Context: an optimization exercise on an open-source flow, tuned for small area, a short achievable clock period and few clock cycles per item. The choices shown serve that exercise and are no tape-out recipe. The RTL was checked by simulation tests, not by an equivalence proof against the original design.

==> inputs of branch willow <==
==> flow/design.v (excerpt) <==
module swept_aabb_first_contact_top (
   input  wire logic                                 clock,
   input  wire logic                                 reset,
   input  wire logic                                 req_valid,
   output logic                                      req_stall,
   input  wire logic signed [sacf_pkg::PosWidth-1:0] req_a_x,
   input  wire logic signed [sacf_pkg::PosWidth-1:0] req_a_y,
   input  wire logic [sacf_pkg::SizeWidth-1:0]       req_a_width,
   input  wire logic [sacf_pkg::SizeWidth-1:0]       req_a_height,
   input  wire logic signed [sacf_pkg::PosWidth-1:0] req_b_x,
   input  wire logic signed [sacf_pkg::PosWidth-1:0] req_b_y,
   input  wire logic [sacf_pkg::SizeWidth-1:0]       req_b_width,
   input  wire logic [sacf_pkg::SizeWidth-1:0]       req_b_height,
   input  wire logic signed [sacf_pkg::VelWidth-1:0] req_rel_vel_x,
   input  wire logic signed [sacf_pkg::VelWidth-1:0] req_rel_vel_y,
   input  wire logic                                 req_pair_blocked,
   output logic                                      rsp_valid,
   input  wire logic                                 rsp_stall,
   output logic                                      rsp_hit,
   output logic [sacf_pkg::TimeWidth-1:0]            rsp_hit_time,
   output logic                                      rsp_hit_axis
);
export LEC_CHECK = 0
export ABC_AREA = 1
export CAP_MARGIN = 20
export CORE_MARGIN = 2
export CORE_UTILIZATION = 55
export CTS_CLUSTER_DIAMETER = 80
export CTS_CLUSTER_SIZE = 25
export SETUP_SLACK_MARGIN = 4.33
export SLEW_MARGIN = 20
create_clock -name core_clock -period 7.0 [get_ports {clock}]
run.sh (not shown) runs the stock make flow with config.mk's settings and CLKGATE_MAP_FILE= SYNTH_SCRIPT=/design/flow/synth_recipe.tcl, a recipe that flattens the netlist after the stock synthesis.
==> branch fjord (differences from branch willow) <==
--- a/flow/design.v
+++ b/flow/design.v
@@ -13,56 +13,51 @@
 `default_nettype none
 module sacf_setup_sel (
    input  wire logic                                  neg,
    input  wire logic signed [sacf_pkg::PosWidth-1:0]  pos_a,
    input  wire logic [sacf_pkg::SizeWidth-1:0]        size_a,
    input  wire logic signed [sacf_pkg::PosWidth-1:0]  pos_b,
    input  wire logic [sacf_pkg::SizeWidth-1:0]        size_b,
-   output logic [sacf_pkg::DiffWidth-2:0]             si,
-   output logic [sacf_pkg::DiffWidth-2:0]             ci,
-   output logic [sacf_pkg::DiffWidth-2:0]             so,
-   output logic [sacf_pkg::DiffWidth-2:0]             co
+   output logic signed [sacf_pkg::PosWidth-1:0]       x,
+   output logic signed [sacf_pkg::PosWidth-1:0]       y,
+   output logic [sacf_pkg::SizeWidth-1:0]             w1,
+   output logic [sacf_pkg::SizeWidth-1:0]             w2
 );
-   localparam int CW = sacf_pkg::DiffWidth - 1;
-   localparam int PW = sacf_pkg::PosWidth;
-   localparam int SW = sacf_pkg::SizeWidth;
-   logic [PW-1:0] x, y;
-   logic [SW-1:0] w1, w2;
-   logic [CW-1:0] xe, ny, nw1, pw2;
-   always_comb begin
-      x = neg ? pos_a : pos_b;
-      y = neg ? pos_b : pos_a;
-      w1 = neg ? size_b : size_a;
-      w2 = neg ? size_a : size_b;
-      xe = {{(CW-PW){x[PW-1]}}, x};
-      ny = ~{{(CW-PW){y[PW-1]}}, y};
-      nw1 = ~{{(CW-SW){1'b0}}, w1};
-      pw2 = {{(CW-SW){1'b0}}, w2};
-      si = xe ^ ny ^ nw1;
-      ci = (xe & ny) | (xe & nw1) | (ny & nw1);
-      so = xe ^ ny ^ pw2;
-      co = (xe & ny) | (xe & pw2) | (ny & pw2);
-   end
+   assign x = neg ? pos_a : pos_b;
+   assign y = neg ? pos_b : pos_a;
+   assign w1 = neg ? size_b : size_a;
+   assign w2 = neg ? size_a : size_b;
 endmodule
 module sacf_setup (
    input  wire logic signed [sacf_pkg::VelWidth-1:0]  v,
-   input  wire logic [sacf_pkg::DiffWidth-2:0]        si,
-   input  wire logic [sacf_pkg::DiffWidth-2:0]        ci,
-   input  wire logic [sacf_pkg::DiffWidth-2:0]        so,
-   input  wire logic [sacf_pkg::DiffWidth-2:0]        co,
+   input  wire logic signed [sacf_pkg::PosWidth-1:0]  x,
+   input  wire logic signed [sacf_pkg::PosWidth-1:0]  y,
+   input  wire logic [sacf_pkg::SizeWidth-1:0]        w1,
+   input  wire logic [sacf_pkg::SizeWidth-1:0]        w2,
    output logic signed [sacf_pkg::DiffWidth-1:0]      d_in,
    output logic signed [sacf_pkg::DiffWidth-1:0]      d_out,
    output logic [sacf_pkg::MagWidth-1:0]              nmag,
    output logic                                       still,
    output logic                                       fail
 );
    localparam int DW = sacf_pkg::DiffWidth;
+   localparam int SW = sacf_pkg::SizeWidth;
+   logic [DW-1:0] xe, ny, nw1, pw2;
+   logic [DW-1:0] si, ci, so, co;
    always_comb begin
-      d_in = $signed({si[DW-2], si} - {~ci, 1'b0});     
-      d_out = $signed({so[DW-2], so} + {co, 1'b1});
+      xe = {{(DW-sacf_pkg::PosWidth){x[sacf_pkg::PosWidth-1]}}, x};
+      ny = ~{{(DW-sacf_pkg::PosWidth){y[sacf_pkg::PosWidth-1]}}, y};
+      nw1 = ~{{(DW-SW){1'b0}}, w1};
+      pw2 = {{(DW-SW){1'b0}}, w2};
+      si = xe ^ ny ^ nw1;
+      ci = (xe & ny) | (xe & nw1) | (ny & nw1);
+      d_in = $signed(si - {~ci[DW-2:0], 1'b0});    
+      so = xe ^ ny ^ pw2;
+      co = (xe & ny) | (xe & pw2) | (ny & pw2);
+      d_out = $signed(so + {co[DW-2:0], 1'b1});
       still = (v == '0);
       nmag = v[sacf_pkg::VelWidth-1] ? (v - 1'b1) : ~v;
       if (still) nmag[sacf_pkg::MagWidth-1] = 1'b0;
       fail = d_out[DW-1];
    end
 endmodule
 `default_nettype wire
@@ -239,28 +234,29 @@
    assign t[20] = pb[20] ^ g20_1;
    assign q = g21_2;
    assign rem_out = q ? t[sacf_pkg::RemWidth-1:0] : a[sacf_pkg::RemWidth-1:0];
 endmodule
 `default_nettype wire
 `default_nettype none
 module sacf_resolve (
-   input  wire logic [4:0] st_in,
+   input  wire logic [5:0] st_in,
    input  wire logic [3:0] qb,
-   output logic [4:0]      st_out,
+   output logic [5:0]      st_out,
    output logic            tin_bit
 );
-   logic gx, gy, lt1, lt2, miss;
+   logic gx, gy, lt1, gt1, lt2, gt2;
    always_comb begin
-      {gx, gy, lt1, lt2, miss} = st_in;
+      {gx, gy, lt1, gt1, lt2, gt2} = st_in;
       tin_bit = gx ? qb[0] : (gy ? qb[2] : (qb[0] | qb[2]));
-      st_out[4] = gx || (!gy && qb[0] && !qb[2]);
-      st_out[3] = gy || (!gx && qb[2] && !qb[0]);
-      st_out[2] = lt1 || (!miss && !tin_bit && qb[1]);
-      st_out[1] = lt2 || (!miss && !tin_bit && qb[3]);
-      st_out[0] = miss || (!lt1 && tin_bit && !qb[1]) || (!lt2 && tin_bit && !qb[3]);
+      st_out[5] = gx || (!gy && qb[0] && !qb[2]);
+      st_out[4] = gy || (!gx && qb[2] && !qb[0]);
+      st_out[3] = lt1 || (!gt1 && !tin_bit && qb[1]);
+      st_out[2] = gt1 || (!lt1 && tin_bit && !qb[1]);
+      st_out[1] = lt2 || (!gt2 && !tin_bit && qb[3]);
+      st_out[0] = gt2 || (!lt2 && tin_bit && !qb[3]);
    end
 endmodule
 `default_nettype wire
 `default_nettype none
 module swept_aabb_first_contact_top (
    input  wire logic                                 clock,
    input  wire logic                                 reset,
@@ -360,51 +356,50 @@
       if (out_load && (skid_valid || res_valid)) begin
          out_hold <= skid_valid ? skid_res : res;
       end
       if (!skid_valid) begin
          skid_res <= res;
       end
    end
-   localparam int CW = DW - 1;
-   logic [CW-1:0] sel_si_x, sel_ci_x, sel_so_x, sel_co_x;
-   logic [CW-1:0] sel_si_y, sel_ci_y, sel_so_y, sel_co_y;
+   logic signed [PW-1:0] sel_x_x, sel_y_x, sel_x_y, sel_y_y;
+   logic [SW-1:0]        sel_w1_x, sel_w2_x, sel_w1_y, sel_w2_y;
    sacf_setup_sel u_sel_x (
       .neg(req_rel_vel_x[VW-1]), .pos_a(req_a_x), .size_a(req_a_width), .pos_b(req_b_x),
-      .size_b(req_b_width), .si(sel_si_x), .ci(sel_ci_x), .so(sel_so_x), .co(sel_co_x)
+      .size_b(req_b_width), .x(sel_x_x), .y(sel_y_x), .w1(sel_w1_x), .w2(sel_w2_x)
    );
    sacf_setup_sel u_sel_y (
       .neg(req_rel_vel_y[VW-1]), .pos_a(req_a_y), .size_a(req_a_height), .pos_b(req_b_y),
-      .size_b(req_b_height), .si(sel_si_y), .ci(sel_ci_y), .so(sel_so_y), .co(sel_co_y)
+      .size_b(req_b_height), .x(sel_x_y), .y(sel_y_y), .w1(sel_w1_y), .w2(sel_w2_y)
    );
-   logic [CW-1:0]        in_si_x, in_ci_x, in_so_x, in_co_x;
-   logic [CW-1:0]        in_si_y, in_ci_y, in_so_y, in_co_y;
+   logic signed [PW-1:0] in_xx, in_yx, in_xy, in_yy;
+   logic [SW-1:0]        in_w1x, in_w2x, in_w1y, in_w2y;
    logic signed [VW-1:0] in_vx, in_vy;
    logic                 in_blk;
    always_ff @(posedge clock) begin
-      in_si_x <= sel_si_x;
-      in_ci_x <= sel_ci_x;
-      in_so_x <= sel_so_x;
-      in_co_x <= sel_co_x;
-      in_si_y <= sel_si_y;
-      in_ci_y <= sel_ci_y;
-      in_so_y <= sel_so_y;
-      in_co_y <= sel_co_y;
+      in_xx <= sel_x_x;
+      in_yx <= sel_y_x;
+      in_xy <= sel_x_y;
+      in_yy <= sel_y_y;
+      in_w1x <= sel_w1_x;
+      in_w2x <= sel_w2_x;
+      in_w1y <= sel_w1_y;
+      in_w2y <= sel_w2_y;
       in_vx <= recirc ? VW'(res) : req_rel_vel_x;
       in_vy <= req_rel_vel_y;
       in_blk <= req_pair_blocked;
    end
    logic signed [DW-1:0] su_din_x, su_dout_x, su_din_y, su_dout_y;
    logic [MW-1:0]        su_mag_x, su_mag_y;
    logic                 su_still_x, su_still_y, su_fail_x, su_fail_y;
    sacf_setup u_setup_x (
-      .v(in_vx), .si(in_si_x), .ci(in_ci_x), .so(in_so_x), .co(in_co_x),
+      .v(in_vx), .x(in_xx), .y(in_yx), .w1(in_w1x), .w2(in_w2x),
       .d_in(su_din_x), .d_out(su_dout_x), .nmag(su_mag_x), .still(su_still_x), .fail(su_fail_x)
    );
    sacf_setup u_setup_y (
-      .v(in_vy), .si(in_si_y), .ci(in_ci_y), .so(in_so_y), .co(in_co_y),
+      .v(in_vy), .x(in_xy), .y(in_yy), .w1(in_w1y), .w2(in_w2y),
       .d_in(su_din_y), .d_out(su_dout_y), .nmag(su_mag_y), .still(su_still_y), .fail(su_fail_y)
    );
    logic signed [DW-1:0] s1_din_x, s1_dout_x, s1_din_y, s1_dout_y;
    logic [MW-1:0]        s1_mag_x, s1_mag_y;
    logic                 s1_still_x, s1_still_y, s1_fail;
    always_ff @(posedge clock) begin
       s1_din_x <= su_din_x;
@@ -416,48 +411,49 @@
       s1_still_x <= su_still_x;
       s1_still_y <= su_still_y;
       s1_fail <= in_blk || su_fail_x || su_fail_y;
    end
    logic [4*RW-1:0] pr_rem;
    logic [3:0]      pr_sat;
    logic [3:0]      pr_pos;
-   logic [4:0]      pr_st;
-   logic            pr_fail;
+   logic [5:0]      pr_st;
    logic            pr_tin;
    sacf_prep u_prep_0 (.d(s1_din_x), .nmag(s1_mag_x), .force_zero(s1_still_x), .force_sat(1'b0),
                        .rem(pr_rem[0*RW +: RW]), .sat(pr_sat[0]), .pos(pr_pos[0]));
    sacf_prep u_prep_1 (.d(s1_dout_x), .nmag(s1_mag_x), .force_zero(1'b0), .force_sat(s1_still_x),
                        .rem(pr_rem[1*RW +: RW]), .sat(pr_sat[1]), .pos(pr_pos[1]));
    sacf_prep u_prep_2 (.d(s1_din_y), .nmag(s1_mag_y), .force_zero(s1_still_y), .force_sat(1'b0),
                        .rem(pr_rem[2*RW +: RW]), .sat(pr_sat[2]), .pos(pr_pos[2]));
    sacf_prep u_prep_3 (.d(s1_dout_y), .nmag(s1_mag_y), .force_zero(1'b0), .force_sat(s1_still_y),
                        .rem(pr_rem[3*RW +: RW]), .sat(pr_sat[3]), .pos(pr_pos[3]));
-   assign pr_fail = s1_fail || (s1_still_x && pr_pos[0]) || (s1_still_y && pr_pos[2]);
-   sacf_resolve u_res_top (.st_in({4'b0, pr_fail}), .qb(pr_sat), .st_out(pr_st), .tin_bit(pr_tin));
+   sacf_resolve u_res_top (.st_in(6'b0), .qb(pr_sat), .st_out(pr_st), .tin_bit(pr_tin));
    logic [DivStages*4*RW-1:0] p_rem;
    logic [DivStages*2*MW-1:0] p_mag;
-   logic [DivStages*5-1:0]    p_st;
+   logic [DivStages*6-1:0]    p_st;
    logic [DivStages*QW-1:0]   p_tin;
+   logic [DivStages-1:0]      p_fail;
    always_ff @(posedge clock) begin
       p_rem[0 +: 4*RW] <= pr_rem;
       p_mag[0 +: 2*MW] <= {s1_mag_y, s1_mag_x};
-      p_st[0 +: 5] <= pr_st;
+      p_st[0 +: 6] <= pr_st;
+      p_fail[0] <= s1_fail || (s1_still_x && pr_pos[0]) || (s1_still_y && pr_pos[2]);
    end
    assign p_tin[0 +: QW] = '0;
-   logic [4:0]    fin_st;
+   logic [5:0]    fin_st;
    logic [QW-1:0] fin_tin;
+   logic          fin_fail;
    for (genvar k = 0; k < DivStages; k++) begin : g_div
       logic [RW-1:0] rem [0:StepsPerStage][0:3];
-      logic [4:0]    st [0:StepsPerStage];
+      logic [5:0]    st [0:StepsPerStage];
       logic [QW-1:0] tin [0:StepsPerStage];
       logic [3:0]    qb [0:StepsPerStage-1];
       for (genvar l = 0; l < 4; l++) begin : g_lane_in
          assign rem[0][l] = p_rem[(k*4+l)*RW +: RW];
       end
-      assign st[0] = p_st[k*5 +: 5];
+      assign st[0] = p_st[k*6 +: 6];
       assign tin[0] = p_tin[k*QW +: QW];
       for (genvar j = 0; j < StepsPerStage; j++) begin : g_step
          for (genvar l = 0; l < 4; l++) begin : g_lane
             sacf_div_step u_step (
                .rem_in(rem[j][l]),
                .nmag(p_mag[(k*2+l/2)*MW +: MW]),
                .q(qb[j][l]),
@@ -470,27 +466,29 @@
       end
       if (k < DivStages - 1) begin : g_reg
          always_ff @(posedge clock) begin
             for (int l = 0; l < 4; l++) begin
                p_rem[((k+1)*4+l)*RW +: RW] <= rem[StepsPerStage][l];
             end
             p_mag[(k+1)*2*MW +: 2*MW] <= p_mag[k*2*MW +: 2*MW];
-            p_st[(k+1)*5 +: 5] <= st[StepsPerStage];
+            p_st[(k+1)*6 +: 6] <= st[StepsPerStage];
             p_tin[(k+1)*QW +: QW] <= tin[StepsPerStage];
+            p_fail[k+1] <= p_fail[k];
          end
       end else begin : g_last
          assign fin_st = st[StepsPerStage];
          assign fin_tin = tin[StepsPerStage];
+         assign fin_fail = p_fail[k];
       end
    end
    logic fin_hit;
-   assign fin_hit = !fin_st[0] && fin_st[2] && fin_st[1];
+   assign fin_hit = !fin_fail && fin_st[3] && fin_st[1];
    always_ff @(posedge clock) begin
       res <= tok[Latency-2] ? ~p_mag[(DivStages-1)*2*MW +: ResW]
-                            : {fin_hit, fin_hit ? fin_tin : QW'(0), fin_hit && fin_st[3]};
+                            : {fin_hit, fin_hit ? fin_tin : QW'(0), fin_hit && fin_st[4]};
    end
    assign rsp_valid = out_valid;
    assign rsp_hit = out_res[ResW-1];
    assign rsp_hit_time = {1'b0, out_res[1 +: QW]};
    assign rsp_hit_axis = out_res[0];
 endmodule
 `default_nettype wire
==> flow/config.mk (replaced) <==
export PLATFORM = sky130hd
export DESIGN_NAME = swept_aabb_first_contact_top
export DESIGN_NICKNAME = swept_aabb_first_contact_top
export VERILOG_FILES = /design/flow/design.v
export SDC_FILE = /design/flow/constraint.sdc
export NUM_CORES = 4
export LEC_CHECK = 0
export ABC_AREA = 1
export CAP_MARGIN = 20
export CORE_MARGIN = 2
export CORE_UTILIZATION = 60
export CTS_CLUSTER_DIAMETER = 80
export CTS_CLUSTER_SIZE = 25
export SETUP_SLACK_MARGIN = 4.6
export SLEW_MARGIN = 20
==> branch indigo (differences from branch willow) <==
--- a/flow/design.v
+++ b/flow/design.v
@@ -162,86 +162,104 @@
    wire p15_1 = p15_0 & p14_0;
    wire g17_1 = g17_0 | (p17_0 & g16_0);
    wire p17_1 = p17_0 & p16_0;
    wire g19_1 = g19_0 | (p19_0 & g18_0);
    wire p19_1 = p19_0 & p18_0;
    wire g21_1 = g21_0 | (p21_0 & g20_0);
    wire p21_1 = p21_0 & p20_0;
+   wire g2_1 = g2_0 | (p2_0 & g1_1);
+   wire p2_1 = p2_0 & p1_1;
    wire g3_2 = g3_1 | (p3_1 & g1_1);
    wire p3_2 = p3_1 & p1_1;
+   wire g6_1 = g6_0 | (p6_0 & g5_1);
+   wire p6_1 = p6_0 & p5_1;
    wire g7_2 = g7_1 | (p7_1 & g5_1);
    wire p7_2 = p7_1 & p5_1;
+   wire g10_1 = g10_0 | (p10_0 & g9_1);
+   wire p10_1 = p10_0 & p9_1;
    wire g11_2 = g11_1 | (p11_1 & g9_1);
    wire p11_2 = p11_1 & p9_1;
+   wire g14_1 = g14_0 | (p14_0 & g13_1);
+   wire p14_1 = p14_0 & p13_1;
    wire g15_2 = g15_1 | (p15_1 & g13_1);
    wire p15_2 = p15_1 & p13_1;
+   wire g18_1 = g18_0 | (p18_0 & g17_1);
+   wire p18_1 = p18_0 & p17_1;
    wire g19_2 = g19_1 | (p19_1 & g17_1);
    wire p19_2 = p19_1 & p17_1;
+   wire g4_1 = g4_0 | (p4_0 & g3_2);
+   wire p4_1 = p4_0 & p3_2;
+   wire g5_2 = g5_1 | (p5_1 & g3_2);
+   wire p5_2 = p5_1 & p3_2;
+   wire g6_2 = g6_1 | (p6_1 & g3_2);
+   wire p6_2 = p6_1 & p3_2;
    wire g7_3 = g7_2 | (p7_2 & g3_2);
    wire p7_3 = p7_2 & p3_2;
+   wire g12_1 = g12_0 | (p12_0 & g11_2);
+   wire p12_1 = p12_0 & p11_2;
+   wire g13_2 = g13_1 | (p13_1 & g11_2);
+   wire p13_2 = p13_1 & p11_2;
+   wire g14_2 = g14_1 | (p14_1 & g11_2);
+   wire p14_2 = p14_1 & p11_2;
    wire g15_3 = g15_2 | (p15_2 & g11_2);
    wire p15_3 = p15_2 & p11_2;
-   wire g15_4 = g15_3 | (p15_3 & g7_3);
-   wire p15_4 = p15_3 & p7_3;
-   wire g11_3 = g11_2 | (p11_2 & g7_3);
-   wire p11_3 = p11_2 & p7_3;
-   wire g19_3 = g19_2 | (p19_2 & g15_4);
-   wire p19_3 = p19_2 & p15_4;
-   wire g5_2 = g5_1 | (p5_1 & g3_2);
-   wire p5_2 = p5_1 & p3_2;
-   wire g9_2 = g9_1 | (p9_1 & g7_3);
-   wire p9_2 = p9_1 & p7_3;
-   wire g13_2 = g13_1 | (p13_1 & g11_3);
-   wire p13_2 = p13_1 & p11_3;
-   wire g17_2 = g17_1 | (p17_1 & g15_4);
-   wire p17_2 = p17_1 & p15_4;
-   wire g21_2 = g21_1 | (p21_1 & g19_3);
-   wire p21_2 = p21_1 & p19_3;
-   wire g2_1 = g2_0 | (p2_0 & g1_1);
-   wire p2_1 = p2_0 & p1_1;
-   wire g4_1 = g4_0 | (p4_0 & g3_2);
-   wire p4_1 = p4_0 & p3_2;
-   wire g6_1 = g6_0 | (p6_0 & g5_2);
-   wire p6_1 = p6_0 & p5_2;
+   wire g20_1 = g20_0 | (p20_0 & g19_2);
+   wire p20_1 = p20_0 & p19_2;
+   wire g21_2 = g21_1 | (p21_1 & g19_2);
+   wire p21_2 = p21_1 & p19_2;
    wire g8_1 = g8_0 | (p8_0 & g7_3);
    wire p8_1 = p8_0 & p7_3;
-   wire g10_1 = g10_0 | (p10_0 & g9_2);
-   wire p10_1 = p10_0 & p9_2;
-   wire g12_1 = g12_0 | (p12_0 & g11_3);
-   wire p12_1 = p12_0 & p11_3;
-   wire g14_1 = g14_0 | (p14_0 & g13_2);
-   wire p14_1 = p14_0 & p13_2;
+   wire g9_2 = g9_1 | (p9_1 & g7_3);
+   wire p9_2 = p9_1 & p7_3;
+   wire g10_2 = g10_1 | (p10_1 & g7_3);
+   wire p10_2 = p10_1 & p7_3;
+   wire g11_3 = g11_2 | (p11_2 & g7_3);
+   wire p11_3 = p11_2 & p7_3;
+   wire g12_2 = g12_1 | (p12_1 & g7_3);
+   wire p12_2 = p12_1 & p7_3;
+   wire g13_3 = g13_2 | (p13_2 & g7_3);
+   wire p13_3 = p13_2 & p7_3;
+   wire g14_3 = g14_2 | (p14_2 & g7_3);
+   wire p14_3 = p14_2 & p7_3;
+   wire g15_4 = g15_3 | (p15_3 & g7_3);
+   wire p15_4 = p15_3 & p7_3;
    wire g16_1 = g16_0 | (p16_0 & g15_4);
    wire p16_1 = p16_0 & p15_4;
-   wire g18_1 = g18_0 | (p18_0 & g17_2);
-   wire p18_1 = p18_0 & p17_2;
-   wire g20_1 = g20_0 | (p20_0 & g19_3);
-   wire p20_1 = p20_0 & p19_3;
+   wire g17_2 = g17_1 | (p17_1 & g15_4);
+   wire p17_2 = p17_1 & p15_4;
+   wire g18_2 = g18_1 | (p18_1 & g15_4);
+   wire p18_2 = p18_1 & p15_4;
+   wire g19_3 = g19_2 | (p19_2 & g15_4);
+   wire p19_3 = p19_2 & p15_4;
+   wire g20_2 = g20_1 | (p20_1 & g15_4);
+   wire p20_2 = p20_1 & p15_4;
+   wire g21_3 = g21_2 | (p21_2 & g15_4);
+   wire p21_3 = p21_2 & p15_4;
    assign t[0] = pb[0] ^ g0_0;
    assign t[1] = pb[1] ^ g1_1;
    assign t[2] = pb[2] ^ g2_1;
    assign t[3] = pb[3] ^ g3_2;
    assign t[4] = pb[4] ^ g4_1;
    assign t[5] = pb[5] ^ g5_2;
-   assign t[6] = pb[6] ^ g6_1;
+   assign t[6] = pb[6] ^ g6_2;
    assign t[7] = pb[7] ^ g7_3;
    assign t[8] = pb[8] ^ g8_1;
    assign t[9] = pb[9] ^ g9_2;
-   assign t[10] = pb[10] ^ g10_1;
+   assign t[10] = pb[10] ^ g10_2;
    assign t[11] = pb[11] ^ g11_3;
-   assign t[12] = pb[12] ^ g12_1;
-   assign t[13] = pb[13] ^ g13_2;
-   assign t[14] = pb[14] ^ g14_1;
+   assign t[12] = pb[12] ^ g12_2;
+   assign t[13] = pb[13] ^ g13_3;
+   assign t[14] = pb[14] ^ g14_3;
    assign t[15] = pb[15] ^ g15_4;
    assign t[16] = pb[16] ^ g16_1;
    assign t[17] = pb[17] ^ g17_2;
-   assign t[18] = pb[18] ^ g18_1;
+   assign t[18] = pb[18] ^ g18_2;
    assign t[19] = pb[19] ^ g19_3;
-   assign t[20] = pb[20] ^ g20_1;
-   assign q = g21_2;
+   assign t[20] = pb[20] ^ g20_2;
+   assign q = g21_3;
    assign rem_out = q ? t[sacf_pkg::RemWidth-1:0] : a[sacf_pkg::RemWidth-1:0];
 endmodule
 `default_nettype wire
 `default_nettype none
 module sacf_resolve (
    input  wire logic [4:0] st_in,
    input  wire logic [3:0] qb,
==> qor.yml <==
status: "timing/DRC/antenna clean"
fin_util: 0.599
drt-met1-wl_um: 124000
avgSynthCellArea_um2: 9.24
power_sequential_mw: 23.6
-- figures above: branch willow

==> qor.yml <==
status: "timing/DRC/antenna clean"
power_leader: "combinational logic"
avgSynthCellArea_um2: 9.35
drt-met1-wl_um: 133000
clk_latency_ns: 0.84
-- figures above: branch fjord

==> qor.yml <==
avgSynthCellArea_um2: 8.47
status: "timing/DRC/antenna clean"
power_leader: "combinational logic"
power_sequential_mw: 23.6
fin_util: 0.598
drt-met1-wl_um: 137000
-- figures above: branch indigo

Testbench counts of branch willow, summed over its fixed seeds: cycles 12,160, items 12,000.
Testbench counts of branch fjord, summed over its fixed seeds: cycles 12,160, items 12,000.
Testbench counts of branch indigo, summed over its fixed seeds: cycles 12,160, items 12,000.

-- separate check: timing with driven ports --
The results above use ideal ports. As a check the final layouts listed here were re-extracted and re-timed, cells and wires unchanged. Step 1, drivers: a clkbuf_16 drives clock and a buf_2 each remaining input, both assumed. Step 2, shift: input delay + t, output delay - t, t = (earliest + latest rising clock arrival at the registers) / 2. This alone moves slack from input paths to output paths. Slacks: no drivers / after step 1 / after step 2; pairs: no drivers / after step 1.
| run | t (ns) | setup slack, ns | hold slack, ns | cell pins on the clock port's net |
|---|---|---|---|---|
| branch willow | 0.932 | 4.199 / 4.095 / 3.658 | 0.323 / 0.323 / 0.323 | 1 |
| branch fjord | 0.919 | 4.306 / 4.221 / 3.801 | 0.326 / 0.326 / 0.326 | 1 |
| branch indigo | 0.942 | 4.280 / 4.179 / 3.636 | 0.325 / 0.325 / 0.325 | 1 |
After both steps every run listed still meets setup and hold. For branch indigo, which loses most, drivers alone change the setup slack by -0.101 ns; drivers and shift together by -0.644 ns.
